This design comes from an exercise in tuning for a short achievable clock period on the open sky130 flow, not from production work.
No functional check of the RTL was part of any run shown here.

==> flow/design.v, too long to show whole: its modules and the start of the top module <==
// module pc_sequencer: 24 lines
// module program_mem: 24 lines
// module instr_decode: 22 lines
// module fmul_pipe: 41 lines
// module fmul_s1: 1819 lines
// module fmul_s2: 225 lines
// module alu: 26 lines
// module fmul_exp: 29 lines
// module reg_bank: 50 lines
// module float_core_top: 86 lines
module float_core_top (
  input  logic                clk,
  input  logic                reset,
  input  logic                run,
  input  logic                prog_we,
  input  core_pkg::word_t     prog_data,
  input  core_pkg::port_sel_t p_sel,
  input  core_pkg::word_t     P0,
  input  core_pkg::word_t     P1,
  output core_pkg::word_t     P0_out,
  output core_pkg::word_t     P1_out,
  output core_pkg::word_t     result,
  output logic                result_valid
);
  // ...
==> flow/run.sh <==
#!/bin/bash
# synth_recipe.tcl (not shown) runs the flow's synth.tcl, then flattens the netlist and writes it again
# the make line also repeats each setting of config.mk as NAME=value (left out here)
make -C /OpenROAD-flow-scripts/flow DESIGN_CONFIG=/design/flow/config.mk WORK_HOME=/design/flow/orfs CLKGATE_MAP_FILE= SYNTH_SCRIPT=/design/flow/synth_recipe.tcl finish
==> flow/config.mk <==
export PLATFORM = sky130hd
export DESIGN_NAME = float_core_top
export DESIGN_NICKNAME = float_core_top
export VERILOG_FILES = /design/flow/design.v
export SDC_FILE = /design/flow/constraint.sdc
export NUM_CORES = 4
export LEC_CHECK = 0
export ABC_CLOCK_PERIOD_IN_PS = 5000
export CAP_MARGIN = 20
export CORE_MARGIN = 2
export CORE_UTILIZATION = 40
export SETUP_SLACK_MARGIN = 5
export SLEW_MARGIN = 20
==> flow/constraint.sdc <==
create_clock -name core_clock -period 18.0 [get_ports {clk}]
set_input_delay 3.6000 -clock core_clock [delete_from_list [all_inputs] [get_ports {clk}]]
set_output_delay 3.6000 -clock core_clock [all_outputs]
set_load 0.01 [all_outputs]
==> flow_metrics.env, run 1 <==
export IMPL_outcome="timing/DRC/antenna clean"
export IMPL_synth_edff_count=416
export IMPL_core_area_sq_um=152000
export IMPL_ys_async_sr_fraction=0.529
export IMPL_maxCapViolations=0
export IMPL_gr_usage_met3=0.0699
export IMPL_met2_length_mm=101
export IMPL_drt_first_pass_iters=10
export IMPL_met1_length_mm=94.3
export IMPL_reg2reg_setup_slack_ps=6950
export IMPL_synth_mux_area_frac=0.0636
export IMPL_hold_ws_ps=464
export IMPL_post_cts_repair_setup_buffers=0
export IMPL_placement_cell_area_sq_um=65100
export IMPL_rr_startpoint="u_program_mem.rd_addr[0]"
export IMPL_hold_end="u_program_mem.rd_addr[0]"
export IMPL_utilization=0.450
export IMPL_dieArea_sq_um=156000
export IMPL_synth_fp_nets=6825
export IMPL_cts_repair_resize_count=0
export IMPL_holdCritStartpoint="u_pc_sequencer.pc[0]"
export IMPL_yosysWarningCount=8
export IMPL_final_design_area_no_fill_sq_um=68300
export IMPL_placed_cells=8067
==> inputs of run 2 (changes only) <==
--- a/flow/config.mk
+++ b/flow/config.mk
@@ -5,9 +5,7 @@
 export SDC_FILE = /design/flow/constraint.sdc
 export NUM_CORES = 4
 export LEC_CHECK = 0
-export ABC_CLOCK_PERIOD_IN_PS = 5000
 export CAP_MARGIN = 20
 export CORE_MARGIN = 2
 export CORE_UTILIZATION = 40
-export SETUP_SLACK_MARGIN = 5
 export SLEW_MARGIN = 20
==> run 2 against run 1 <==
Net effect:
- still clean
- worst setup slack better by 330 ps
- maximum frequency is 3.1% higher
- worst hold slack better by 2.0 ps
- sequential share of layout area is essentially flat
- final cell count stayed put
- non-clock buffer count down 8
- via count is 0.58% higher
- critical path depth decreased by 2
- largest cell class unchanged
==> flow_metrics.env, run 2 <==
export IMPL_holdCritStartpoint="u_pc_sequencer.pc[0]"
export IMPL_grt_pass1_vias=50000
export IMPL_routabilityCongestion=1.01
export IMPL_cts_tree="done"
export IMPL_initial_util=0.403
export IMPL_drt_iter0_markers=6996
export IMPL_drt_first_pass_iters=9
export IMPL_post_route_cells_drive_above_1_share=0.101
export IMPL_worst_r2r_endpoint="u_fmul.row2_q[27]"
export IMPL_outcome="timing/DRC/antenna clean"
export IMPL_period_share=0.596
export IMPL_die_extent_in_x_um=395
export IMPL_finalWorstSetupSlack_ps=7280
export IMPL_total_wirelength_mm=232
export IMPL_worst_r2r_cell_count=22
export IMPL_worstSetupStartpointType="register"
export IMPL_report_final_setup_viol=0
export IMPL_synth_edff_count=416
export IMPL_tns_ps=0
export IMPL_antenna_violating_nets_post_route=0
export IMPL_utilization=0.450
export IMPL_report_final_slew_viol_count=0
export IMPL_rr_startpoint="u_program_mem.rd_addr[0]"
export IMPL_commonest_cells_after_routing_fill_and_taps_aside="761 x sky130_fd_sc_hd__nand2_1, 517 x sky130_fd_sc_hd__o21ai_0, 464 x sky130_fd_sc_hd__dfrtp_1"
export IMPL_area_growth_synth_to_final_pct=11.7
export IMPL_synth_seq_area_share=0.395
export IMPL_largest_registers="u_program_mem.mem (416), u_reg_bank.regs (256)"
export IMPL_hold_ws_ps=466
export IMPL_wl_per_cell_um=28.1
export IMPL_reg2reg_setup_slack_ps=7280
export IMPL_worst_setup_hold_path_clk_slew_ps=50
export IMPL_syn_mean_instance_area_sq_um=9.94
export IMPL_postSynthRegisterBits=883
export IMPL_synth_fp_nets=6825
export IMPL_clkLatencyLatePin_ps=760
export IMPL_antenna_violations_before_repair=8
export IMPL_remaining_drc_errors=0
export IMPL_clock_period_minus_final_worst_setup_slack_ps=10720
export IMPL_placement_rows=143
export IMPL_cts_hold_fix_buffers=0
export IMPL_worstMarginPinSlew_ps=1210
export IMPL_worst_hold_path_depth=0
export IMPL_yosysMostFrequentCell="sky130_fd_sc_hd__nand2_1"
export IMPL_cts_root_buffer_cell="sky130_fd_sc_hd__clkbuf_16"
export IMPL_synth_cells_most_frequent="764 x sky130_fd_sc_hd__nand2_1, 518 x sky130_fd_sc_hd__o21ai_0, 467 x sky130_fd_sc_hd__dfrtp_1"
export IMPL_grt_start_max_net_pins=118
export IMPL_post_cts_repair_setup_buffers=0
export IMPL_cts_buf_count=98
export IMPL_skew_ps=106
export IMPL_largest_register_ffs=416
export IMPL_cts_repair_resize_count=0
export IMPL_layout_nets=6795
export IMPL_synth_top_cells_by_area="sky130_fd_sc_hd__edfxtp_1 20%, sky130_fd_sc_hd__dfrtp_1 19%, sky130_fd_sc_hd__fa_1 9.7%, sky130_fd_sc_hd__ha_1 5.4%, sky130_fd_sc_hd__nand2_1 4.7%"
export IMPL_maxCapViolations=0
export IMPL_gr_usage_all_layers=0.290
export IMPL_first_pass_grt_wire_length_mm=340
export IMPL_grt_setup_unrepaired="no"
export IMPL_mappedNetlistArea_sq_um=61200
export IMPL_htree_num_levels=3
export IMPL_commonest_non_fill_non_tap_cell_in_the_layout="sky130_fd_sc_hd__nand2_1"
export IMPL_timing_slew_headroom=0.171
export IMPL_dieArea_sq_um=156000
export IMPL_core_area_sq_um=152000
export IMPL_num_vias=52000
export IMPL_pre_cts_ws_ps=7090
export IMPL_worstPathRequired_ps=18530
export IMPL_ys_dominant_reg_cell="sky130_fd_sc_hd__dfrtp_1"
export IMPL_chip_height_um=395
export IMPL_numPortBuffers=179
export IMPL_yosys_area_top_type_share=0.204
export IMPL_holdCritPathClass="register to register"
export IMPL_biggest_register="u_program_mem.mem"
export IMPL_yosysWarningCount=8
export IMPL_yosys_area_top_type="sky130_fd_sc_hd__edfxtp_1"
export IMPL_yosys_cell_types_count=106
export IMPL_clock_sinks=883
export IMPL_place_detailed_hpwl_mm=161
export IMPL_crit_fanout=51
export IMPL_critical_path_arrival_ps=11250
export IMPL_ys_async_sr_fraction=0.529
export IMPL_vias_per_cell=6.30
export IMPL_worstSetupEndpointType="register"
export IMPL_io_pins=199
export IMPL_globalRouteOverflowTotal=0
export IMPL_postSynthCellCount=6162
export IMPL_clk_path_buf_depth=3
export IMPL_hold_end="u_program_mem.rd_addr[0]"
export IMPL_final_hold_viol_count=0
export IMPL_worst_setup_path_type="register to register"
export IMPL_clock_fmax_ghz=0.0933
## run 2: cell counts after synthesis
No cell type changed its count.
## run 2: kinds of logic (layout without fill, tap and decap cells)
logic type | count (synthesis) | count (layout) | synth area share
flops | 883 | 883 | 0.395
mux | 252 | 252 | 0.0636
fa+ha+maj | 593 | 593 | 0.156
simple gates | 1668 | 1668 | 0.123
buf+inv | 939 | 991 | 0.0612
other cells | 1 | 3 | 0.0000612
compound gates | 1775 | 1775 | 0.194
xor+xnor | 51 | 51 | 0.00742
## run 2: final cells by class
| class | instances | area (sq um) |
|---|---|---|
| fill | 14200 | 83500 |
| inverter | 452 | 1700 |
| tap | 2030 | 2540 |
| antenna | 2 | 5.00 |
| clock inverter | 50 | 588 |
| multi-input combinational | 4340 | 33600 |
| clock buffer | 132 | 2700 |
| timing repair buffer | 357 | 3080 |
| sequential | 883 | 24200 |
## run 2: per-layer routing
metal,up-vias,global-route usage,share of wire
met5,-,0,0.00020
met4,8,0.138,0.054
met3,689,0.0801,0.12
met2,3250,0.436,0.43
met1,25600,0.388,0.40
li1,22400,-,-
## run 2: worst max-delay path, stage by stage, from the launching register on
cell                       delay (ps)
sky130_fd_sc_hd__dfrtp_4          910
sky130_fd_sc_hd__buf_4            790
sky130_fd_sc_hd__mux4_2           590
sky130_fd_sc_hd__a22o_1           260
sky130_fd_sc_hd__a31oi_1          290
sky130_fd_sc_hd__and2_2           220
sky130_fd_sc_hd__buf_4            580
sky130_fd_sc_hd__xnor2_1          230
sky130_fd_sc_hd__nor4_4           560
sky130_fd_sc_hd__buf_4            640
sky130_fd_sc_hd__a21oi_1           80
sky130_fd_sc_hd__o21ba_2          270
sky130_fd_sc_hd__buf_4            520
sky130_fd_sc_hd__inv_2            480
sky130_fd_sc_hd__nor2_1           820
sky130_fd_sc_hd__nor3_1           260
sky130_fd_sc_hd__a222oi_1         700
sky130_fd_sc_hd__fa_1             590
sky130_fd_sc_hd__fa_1             570
sky130_fd_sc_hd__inv_1             60
sky130_fd_sc_hd__fa_1             370
sky130_fd_sc_hd__inv_1             80
sky130_fd_sc_hd__fa_1             420
## run 2: how the worst max path moves through the flow
stage	startpoint	endpoint	slack [ps]
floorplan	reset	other_q[0]	1380
global placement	p_sel[0]	u_fmul.row2_q[27]	7170
detailed placement	p_sel[0]	u_fmul.row2_q[27]	7090
CTS	u_program_mem.rd_addr[0]	u_fmul.row2_q[27]	7540
global route	u_program_mem.rd_addr[0]	u_fmul.row2_q[27]	6870
finish	u_program_mem.rd_addr[0]	u_fmul.row2_q[27]	7280
## run 2: per-stage QoR
stage	instances	cell area (sq um)
2_1_floorplan	6162	61200
3_3_place_gp	8061	65100
3_5_place_dp	8061	65100
4_1_cts	8243	68400
5_1_grt	8245	68400
6_report	8246	68400
==> module program_mem, before the edit <==
module program_mem (
  input  logic            clk,
  input  logic            reset,
  input  logic            prog_we,
  input  core_pkg::word_t prog_data,
  input  core_pkg::addr_t pc,
  output core_pkg::word_t instr
);
  core_pkg::word_t mem [core_pkg::PROG_DEPTH];
  core_pkg::addr_t rd_addr;
  always_ff @(posedge clk)
  begin
    if (prog_we)
      mem[pc] <= prog_data;
  end
  always_ff @(posedge clk or posedge reset)
  begin
    if (reset)
      rd_addr <= '0;
    else
      rd_addr <= pc;   
  end
  assign instr = mem[rd_addr];
endmodule
==> inputs of run 3 (changes only) <==
--- a/flow/design.v
+++ b/flow/design.v
@@ -65,6 +65,7 @@
 );
   core_pkg::word_t mem [core_pkg::PROG_DEPTH];
   core_pkg::addr_t rd_addr;
+  core_pkg::word_t rd_data;
   always_ff @(posedge clk)
   begin
     if (prog_we)
@@ -77,7 +78,11 @@
     else
       rd_addr <= pc;   
   end
-  assign instr = mem[rd_addr];
+  always_ff @(posedge clk)
+  begin
+    rd_data <= prog_we ? prog_data : mem[pc];
+  end
+  assign instr = rd_data;
 endmodule
 module instr_decode (
   input  logic               clk,
--- a/flow/config.mk
+++ b/flow/config.mk
@@ -5,7 +5,9 @@
 export SDC_FILE = /design/flow/constraint.sdc
 export NUM_CORES = 4
 export LEC_CHECK = 0
+export ABC_CLOCK_PERIOD_IN_PS = 4000
 export CAP_MARGIN = 20
 export CORE_MARGIN = 2
 export CORE_UTILIZATION = 40
+export SETUP_SLACK_MARGIN = 5
 export SLEW_MARGIN = 20
==> run 3 against run 2 <==
Net effect:
- sequential share of layout area up 0.13 points
- global-route usage increased by 1.1 points
- maximum frequency down 1.5%
- via count increased by 0.36%
- first-iteration DRC count increased by 6.8%
- critical endpoint unchanged
- die area up 0.43%
- critical path depth is 2 lower
- synthesized area grew 0.44%
- register-to-register slack improved by 160 ps
- core utilization fell by 0.32 points
- design area shrank 0.47%
==> flow_metrics.env, run 3 <==
export IMPL_outcome="timing/DRC/antenna clean"
export IMPL_yosysMostFrequentCell="sky130_fd_sc_hd__nand2_1"
export IMPL_synth_edff_count=416
export IMPL_cts_root_buffer_cell="sky130_fd_sc_hd__clkbuf_16"
export IMPL_cts_repair_resize_count=0
export IMPL_maxCapViolations=0
export IMPL_wl_per_cell_um=29.5
export IMPL_placed_cells=7986
export IMPL_clock_sinks=883
export IMPL_critical_path_top_delay_family="adder cells"
export IMPL_slowest_stage="sky130_fd_sc_hd__nor4_2"
export IMPL_layout_filler_cells=14400
export IMPL_final_hold_viol_count=0
export IMPL_clk_path_buf_depth=3
export IMPL_remaining_drc_errors=0
export IMPL_crit_fanout=38
export IMPL_worst_setup_path_type="input port to register"
export IMPL_drt_first_pass_iters=9
export IMPL_ys_async_sr_fraction=0.523
export IMPL_area_growth_synth_to_final_pct=10.7
export IMPL_cts_buf_count=95
export IMPL_utilization=0.447
export IMPL_hold_ws_ps=467
export IMPL_globalRouteOverflowTotal=0
export IMPL_die_extent_in_x_um=396
export IMPL_yosys_area_top_type_share=0.203
export IMPL_report_final_setup_viol=0
export IMPL_commonest_non_fill_non_tap_cell_in_the_layout="sky130_fd_sc_hd__nand2_1"
export IMPL_postSynthCellCount=6128
export IMPL_synth_cells_most_frequent="757 x sky130_fd_sc_hd__nand2_1, 462 x sky130_fd_sc_hd__dfrtp_1, 416 x sky130_fd_sc_hd__edfxtp_1"
export IMPL_worstSetupEndpointType="register"
export IMPL_initial_util=0.404
export IMPL_worst_r2r_endpoint="u_fmul.row2_q[27]"
export IMPL_worstPathRequired_ps=18570
export IMPL_post_route_cells_drive_above_1_share=0.102
export IMPL_numPortBuffers=179
export IMPL_worst_hold_path_depth=0
export IMPL_largest_registers="u_program_mem.mem (416), u_reg_bank.regs (256)"
export IMPL_chip_height_um=396
export IMPL_io_pins=199
export IMPL_synth_top_cells_by_area="sky130_fd_sc_hd__edfxtp_1 20%, sky130_fd_sc_hd__dfrtp_1 19%, sky130_fd_sc_hd__fa_1 9.7%, sky130_fd_sc_hd__ha_1 5.4%, sky130_fd_sc_hd__nand2_1 4.6%"
export IMPL_routabilityCongestion=1.00
export IMPL_dieArea_sq_um=157000
export IMPL_antenna_violations_before_repair=11
export IMPL_synth_seq_area_share=0.393
export IMPL_critPathCapture="u_fmul.row2_q[27]"
export IMPL_grt_pass1_vias=49300
export IMPL_timing_slew_headroom=0.196
export IMPL_report_final_slew_viol_count=0
export IMPL_worstSetupStartpointType="input port"
export IMPL_clock_fmax_ghz=0.0919
export IMPL_rr_startpoint="u_fmul.row2_q[3]"
export IMPL_layout_nets=6716
export IMPL_holdCritPathClass="register to register"
export IMPL_drt_iter0_markers=7473
export IMPL_yosys_area_top_type="sky130_fd_sc_hd__edfxtp_1"
export IMPL_core_area_sq_um=152000
export IMPL_antenna_violating_nets_post_route=0
export IMPL_grt_setup_unrepaired="no"
export IMPL_worst_setup_hold_path_clk_slew_ps=60
export IMPL_num_vias=52200
export IMPL_grt_start_max_net_pins=171
export IMPL_setup_worst_path_start="p_sel[0]"
export IMPL_synth_fp_nets=6791
export IMPL_cell_count_final_fillers_out=8168
export IMPL_path_cells="clkdlybuf4s50_1, nor4_2, buf_4, mux2i_1, o21ai_0, a21oi_2, a22o_1, buf_4, inv_2, buf_4, xnor2_1, nor2_1, a211oi_1, fa_1, fa_1, fa_1, inv_1, fa_1, inv_1, fa_1"
export IMPL_yosys_cell_types_count=121
export IMPL_reg2reg_setup_slack_ps=7440
export IMPL_postSynthRegisterBits=883
export IMPL_yosysWarningCount=8
export IMPL_clock_period_minus_final_worst_setup_slack_ps=10890
export IMPL_post_cts_repair_setup_buffers=0
export IMPL_clkLatencyLatePin_ps=750
export IMPL_mappedNetlistArea_sq_um=61500
export IMPL_tns_ps=0
export IMPL_worstMarginPinSlew_ps=1210
export IMPL_first_pass_grt_wire_length_mm=350
export IMPL_worst_r2r_cell_count=27
export IMPL_skew_ps=60.4
export IMPL_cts_tree="done"
export IMPL_top_cell_by_count_worst_path="sky130_fd_sc_hd__fa_1"
export IMPL_ys_dominant_reg_cell="sky130_fd_sc_hd__dfrtp_1"
export IMPL_place_detailed_hpwl_mm=166
export IMPL_total_wirelength_mm=241
export IMPL_period_share=0.605
export IMPL_syn_mean_instance_area_sq_um=10.0
export IMPL_cp_num_cells=20
export IMPL_critical_path_arrival_ps=11450
export IMPL_gr_usage_all_layers=0.302
export IMPL_cts_hold_fix_buffers=0
export IMPL_biggest_register="u_program_mem.mem"
export IMPL_placement_rows=143
export IMPL_vias_per_cell=6.39
export IMPL_cpPeakStageDelay_ps=880
export IMPL_htree_num_levels=3
export IMPL_largest_register_ffs=416
export IMPL_commonest_cells_after_routing_fill_and_taps_aside="747 x sky130_fd_sc_hd__nand2_1, 462 x sky130_fd_sc_hd__dfrtp_1, 416 x sky130_fd_sc_hd__edfxtp_1"
export IMPL_critical_path_buf_inv_count=7
[run 3: changes by cell type after synthesis, sizes merged, moves of 15 or more]
| cell | change |
|---|---|
| a221oi | +22 |
| nor2 | -17 |
| a21oi | -15 |
| buf | +62 |
| a211o | +16 |
| mux2i | +17 |
| o221ai | +21 |
| a311oi | -19 |
| clkbuf | -53 |
| o2111ai | -16 |
| a211oi | -16 |
| nand3 | -36 |
| o211ai | +27 |
[run 3: area by class of cell]
cell class / count / area [sq um] / share of cell area
Clock inverter: 48 / 510 / 0.00750
Antenna cell: 5 / 12.5 / 0.000184
Inverter: 454 / 1710 / 0.0251
Timing Repair Buffer: 324 / 2870 / 0.0421
Clock buffer: 129 / 2650 / 0.0389
Multi-Input combinational cell: 4295 / 33600 / 0.494
Sequential cell: 883 / 24200 / 0.355
Tap cell: 2030 / 2540 / 0.0373
[run 3: logic make-up after synthesis]
kind of cell,share of synthesized area
mux,0.0660
buf+inv,0.0645
xor+xnor,0.0106
fa+ha+maj,0.156
flops,0.393
simple gates,0.113
compound gates,0.197
other cells,0.0000610
[run 3: metal layers]
metal  up-vias  GRT usage  wire length (um)
met1     25700      0.409             95700
met3       787     0.0751             27100
met5         -          0                48
li1      22200          -                 -
met2      3494      0.443            102000
met4         8      0.162             15700
[run 3: how the worst min path moves through the flow]
stage                                     from       end  slack (ps)
after CTS                 u_pc_sequencer.pc[0]  register         460
after floorplan           u_pc_sequencer.pc[2]  register         370
after global routing      u_pc_sequencer.pc[0]  register         490
after detailed placement  u_pc_sequencer.pc[0]  register         450
after global placement    u_pc_sequencer.pc[0]  register         460
final                     u_pc_sequencer.pc[0]  register         470
[run 3: per-stage QoR]
stage	worst slack (ps)	area (sq um)
3_5_place_dp	6720	65000
2_1_floorplan	8150	61500
4_1_cts	7500	68100
6_report	7110	68100
3_3_place_gp	6740	64900
5_1_grt	7070	68100
==> inputs of run 4 (changes only) <==
==> flow/flow/run.sh (new file) <==
#!/bin/bash
# The standard layout, with timing repair aimed well below the clock period:
# the design's own critical loop is far shorter than the period, and
# repair_timing only works on paths whose slack is under its margin.
set -uo pipefail
bash standard.sh SETUP_SLACK_MARGIN=12 finish > make.log 2>&1
==> flow/standard.sh (new file) <==
#!/bin/bash
# synth_recipe.tcl (not shown) runs the flow's synth.tcl, then flattens the netlist and writes it again
# the make line also repeats each setting of config.mk as NAME=value (left out here)
make -C /OpenROAD-flow-scripts/flow DESIGN_CONFIG=/design/flow/config.mk WORK_HOME=/design/flow/orfs CLKGATE_MAP_FILE= SYNTH_SCRIPT=/design/flow/synth_recipe.tcl "${@:-finish}"
removed: flow/run.sh
==> run 4 against run 3 <==
Net effect:
- register-to-register slack better by 2600 ps
- clock-buffer cell count shrank 2
- still clean
- critical path depth fell by 3
==> flow_metrics.env, run 4 <==
export IMPL_tns_ps=0
export IMPL_yosys_area_top_type_share=0.203
export IMPL_outcome="timing/DRC/antenna clean"
export IMPL_first_pass_grt_wire_length_mm=377
export IMPL_grt_start_max_net_pins=73
export IMPL_commonest_non_fill_non_tap_cell_in_the_layout="sky130_fd_sc_hd__nand2_1"
export IMPL_yosys_area_top_type="sky130_fd_sc_hd__edfxtp_1"
export IMPL_post_route_cells_drive_above_1_share=0.294
export IMPL_cts_tree="done"
export IMPL_syn_mean_instance_area_sq_um=10.0
export IMPL_cts_root_buffer_cell="sky130_fd_sc_hd__clkbuf_16"
export IMPL_largest_register_ffs=416
export IMPL_ys_async_sr_fraction=0.523
export IMPL_worstPathRequired_ps=14400
export IMPL_largest_registers="u_program_mem.mem (416), u_reg_bank.regs (256)"
export IMPL_cts_buf_count=95
export IMPL_drt_first_pass_iters=12
export IMPL_io_pins=199
export IMPL_worstSetupEndpointType="output pin"
export IMPL_numPortBuffers=179
export IMPL_crit_fanout=5
export IMPL_htree_num_levels=3
export IMPL_report_final_setup_viol=0
export IMPL_layout_nets=7217
export IMPL_synth_edff_count=416
export IMPL_synth_top_cells_by_area="sky130_fd_sc_hd__edfxtp_1 20%, sky130_fd_sc_hd__dfrtp_1 19%, sky130_fd_sc_hd__fa_1 9.7%, sky130_fd_sc_hd__ha_1 5.4%, sky130_fd_sc_hd__nand2_1 4.6%"
export IMPL_routabilityCongestion=0.971
export IMPL_postSynthCellCount=6128
export IMPL_worst_setup_hold_path_clk_slew_ps=60
export IMPL_postSynthRegisterBits=883
export IMPL_ys_dominant_reg_cell="sky130_fd_sc_hd__dfrtp_1"
export IMPL_num_vias=56000
export IMPL_gr_usage_all_layers=0.327
export IMPL_initial_util=0.404
export IMPL_globalRouteOverflowTotal=0
export IMPL_commonest_cells_after_routing_fill_and_taps_aside="713 x sky130_fd_sc_hd__nand2_1, 461 x sky130_fd_sc_hd__dfrtp_1, 416 x sky130_fd_sc_hd__edfxtp_1"
export IMPL_grt_setup_unrepaired="yes"
export IMPL_clock_fmax_ghz=0.117
export IMPL_drt_iter0_markers=8241
export IMPL_core_area_sq_um=152000
export IMPL_die_extent_in_x_um=396
export IMPL_yosysMostFrequentCell="sky130_fd_sc_hd__nand2_1"
export IMPL_yosysWarningCount=8
export IMPL_skew_ps=38.5
export IMPL_total_wirelength_mm=266
export IMPL_mappedNetlistArea_sq_um=61500
export IMPL_worstSetupStartpointType="register"
export IMPL_clkLatencyLatePin_ps=740
export IMPL_holdCritPathClass="register to register"
export IMPL_report_final_slew_viol_count=0
export IMPL_dieArea_sq_um=157000
export IMPL_worstMarginPinSlew_ps=1170
export IMPL_antenna_violations_before_repair=13
export IMPL_synth_cells_most_frequent="757 x sky130_fd_sc_hd__nand2_1, 462 x sky130_fd_sc_hd__dfrtp_1, 416 x sky130_fd_sc_hd__edfxtp_1"
export IMPL_final_hold_viol_count=0
export IMPL_clk_path_buf_depth=3
export IMPL_wl_per_cell_um=30.7
export IMPL_clock_period_minus_final_worst_setup_slack_ps=8550
export IMPL_biggest_register="u_program_mem.mem"
export IMPL_maxCapViolations=0
export IMPL_area_growth_synth_to_final_pct=29.3
export IMPL_critical_path_arrival_ps=4950
export IMPL_synth_seq_area_share=0.393
export IMPL_remaining_drc_errors=0
export IMPL_synth_fp_nets=6791
export IMPL_place_detailed_hpwl_mm=164
export IMPL_timing_slew_headroom=0.219
export IMPL_vias_per_cell=6.46
export IMPL_yosys_cell_types_count=121
export IMPL_worst_setup_path_type="register to output pin"
export IMPL_clock_sinks=883
export IMPL_period_share=0.475
export IMPL_antenna_violating_nets_post_route=0
export IMPL_grt_pass1_vias=53100
export IMPL_chip_height_um=396
export IMPL_placement_rows=143
export IMPL_cts_hold_fix_buffers=0
-- run 4: cell families after synthesis --
family / share of synthesized area
other cells: 0.0000610
mux: 0.0660
simple gates: 0.113
fa+ha+maj: 0.156
compound gates: 0.197
xor+xnor: 0.0106
flops: 0.393
buf+inv: 0.0645
-- run 4: metal layers --
metal  global-route usage  wire (um)  part of all wire  up-vias
met5              0.00431        264           0.00099        -
met1                0.423     101000              0.38    27500
li1                     -          -                 -    23300
met2                0.483     112000              0.42     3946
met4                0.177      19900             0.075       18
met3                0.106      32900              0.12     1201
-- run 4: critical path, stage by stage, from the launching register on --
cell and delay [ps]:
sky130_fd_sc_hd__dfrtp_1 410, sky130_fd_sc_hd__fa_2 560, sky130_fd_sc_hd__ha_4 210, sky130_fd_sc_hd__fa_2 340
sky130_fd_sc_hd__a311o_1 300, sky130_fd_sc_hd__a31oi_2 180, sky130_fd_sc_hd__and4b_2 390, sky130_fd_sc_hd__or4b_4 220
sky130_fd_sc_hd__buf_6 110, sky130_fd_sc_hd__nand3_4 140, sky130_fd_sc_hd__buf_6 220, sky130_fd_sc_hd__buf_6 110
sky130_fd_sc_hd__buf_12 120, sky130_fd_sc_hd__buf_4 130, sky130_fd_sc_hd__a211oi_4 330, sky130_fd_sc_hd__a221oi_4 90
sky130_fd_sc_hd__or2_4 250, sky130_fd_sc_hd__buf_6 120
-- run 4: cell type report --
type | instances | area [sq um]
Inverter | 454 | 2110
Clock inverter | 50 | 659
Timing Repair Buffer | 799 | 8600
Timing Repair inverter | 9 | 95.1
Sequential cell | 883 | 24200
Fill cell | 13000 | 72800
Multi-Input combinational cell | 4312 | 38700
Tap cell | 2030 | 2540
Clock buffer | 127 | 2640
Antenna cell | 5 | 12.5
-- run 4: path summary, 6_finish.rpt --
path	start	endpoint	slack, ps	cells past startpoint
min in group asynchronous	reset	u_reg_bank.regs[7][26]	3300	2
hold reg to reg	u_reg_bank.regs[5][10]	u_reg_bank.regs[5][10]	480	2
hold / removal	u_reg_bank.regs[5][10]	u_reg_bank.regs[5][10]	480	2
setup reg to reg	u_fmul.row0_q[11]	u_fmul.row2_q[24]	10030	32
max in group asynchronous	reset	u_fmul.row0_q[29]	12450	5
setup / recovery	u_fmul.row0_q[11]	result[16]	9450	17
-- run 4: timing repair --
action,CTS,global route
setup buffers,377,92
resized for setup,949,226
cloned,45,9
pin swaps,185,118
endpoints found under the setup margin,297,256
-- run 4: through the flow --
stage           util  instance area [sq um]  setup WS, ps  std cells  hold WS [ps]
3_5_place_dp   0.439                  66800          7210       7964           461
2_1_floorplan      -                  64400          8150       6128           372
6_report       0.522                  79500          9450       8669           484
5_1_grt        0.522                  79500          9400       8666           508
3_3_place_gp   0.439                  66800          7270       7964           463
4_1_cts        0.510                  77600          9390       8563           484

==> afterwards: timing with drivers on the ports <==
The results above use ideal ports. As a check the final layouts listed here were re-extracted and re-timed, cells and wires unchanged. Step 1, drivers: a clkbuf_16 drives clk and a buf_2 each remaining input, both assumed. Step 2 also shifts input and output timing later by t, the mid clock arrival at the registers, as if the neighbouring blocks saw the same clock. Slacks: ideal / step 1 / step 2; pairs: ideal / step 1.
run | t (ns) | slack for setup (ns) | worst setup path after step 2
run 1 | 0.788 | 6.947 / 6.947 / 6.655 | input to register
run 2 | 0.782 | 7.276 / 7.276 / 6.917 | input to register
run 3 | 0.804 | 7.114 / 7.165 / 6.361 | input to register
run 4 | 0.801 | 9.455 / 9.378 / 9.254 | input to register
After both steps every run listed still meets setup and hold. The setup slack of run 3, which loses most, moves by +0.051 ns with the drivers and by -0.753 ns with both steps.
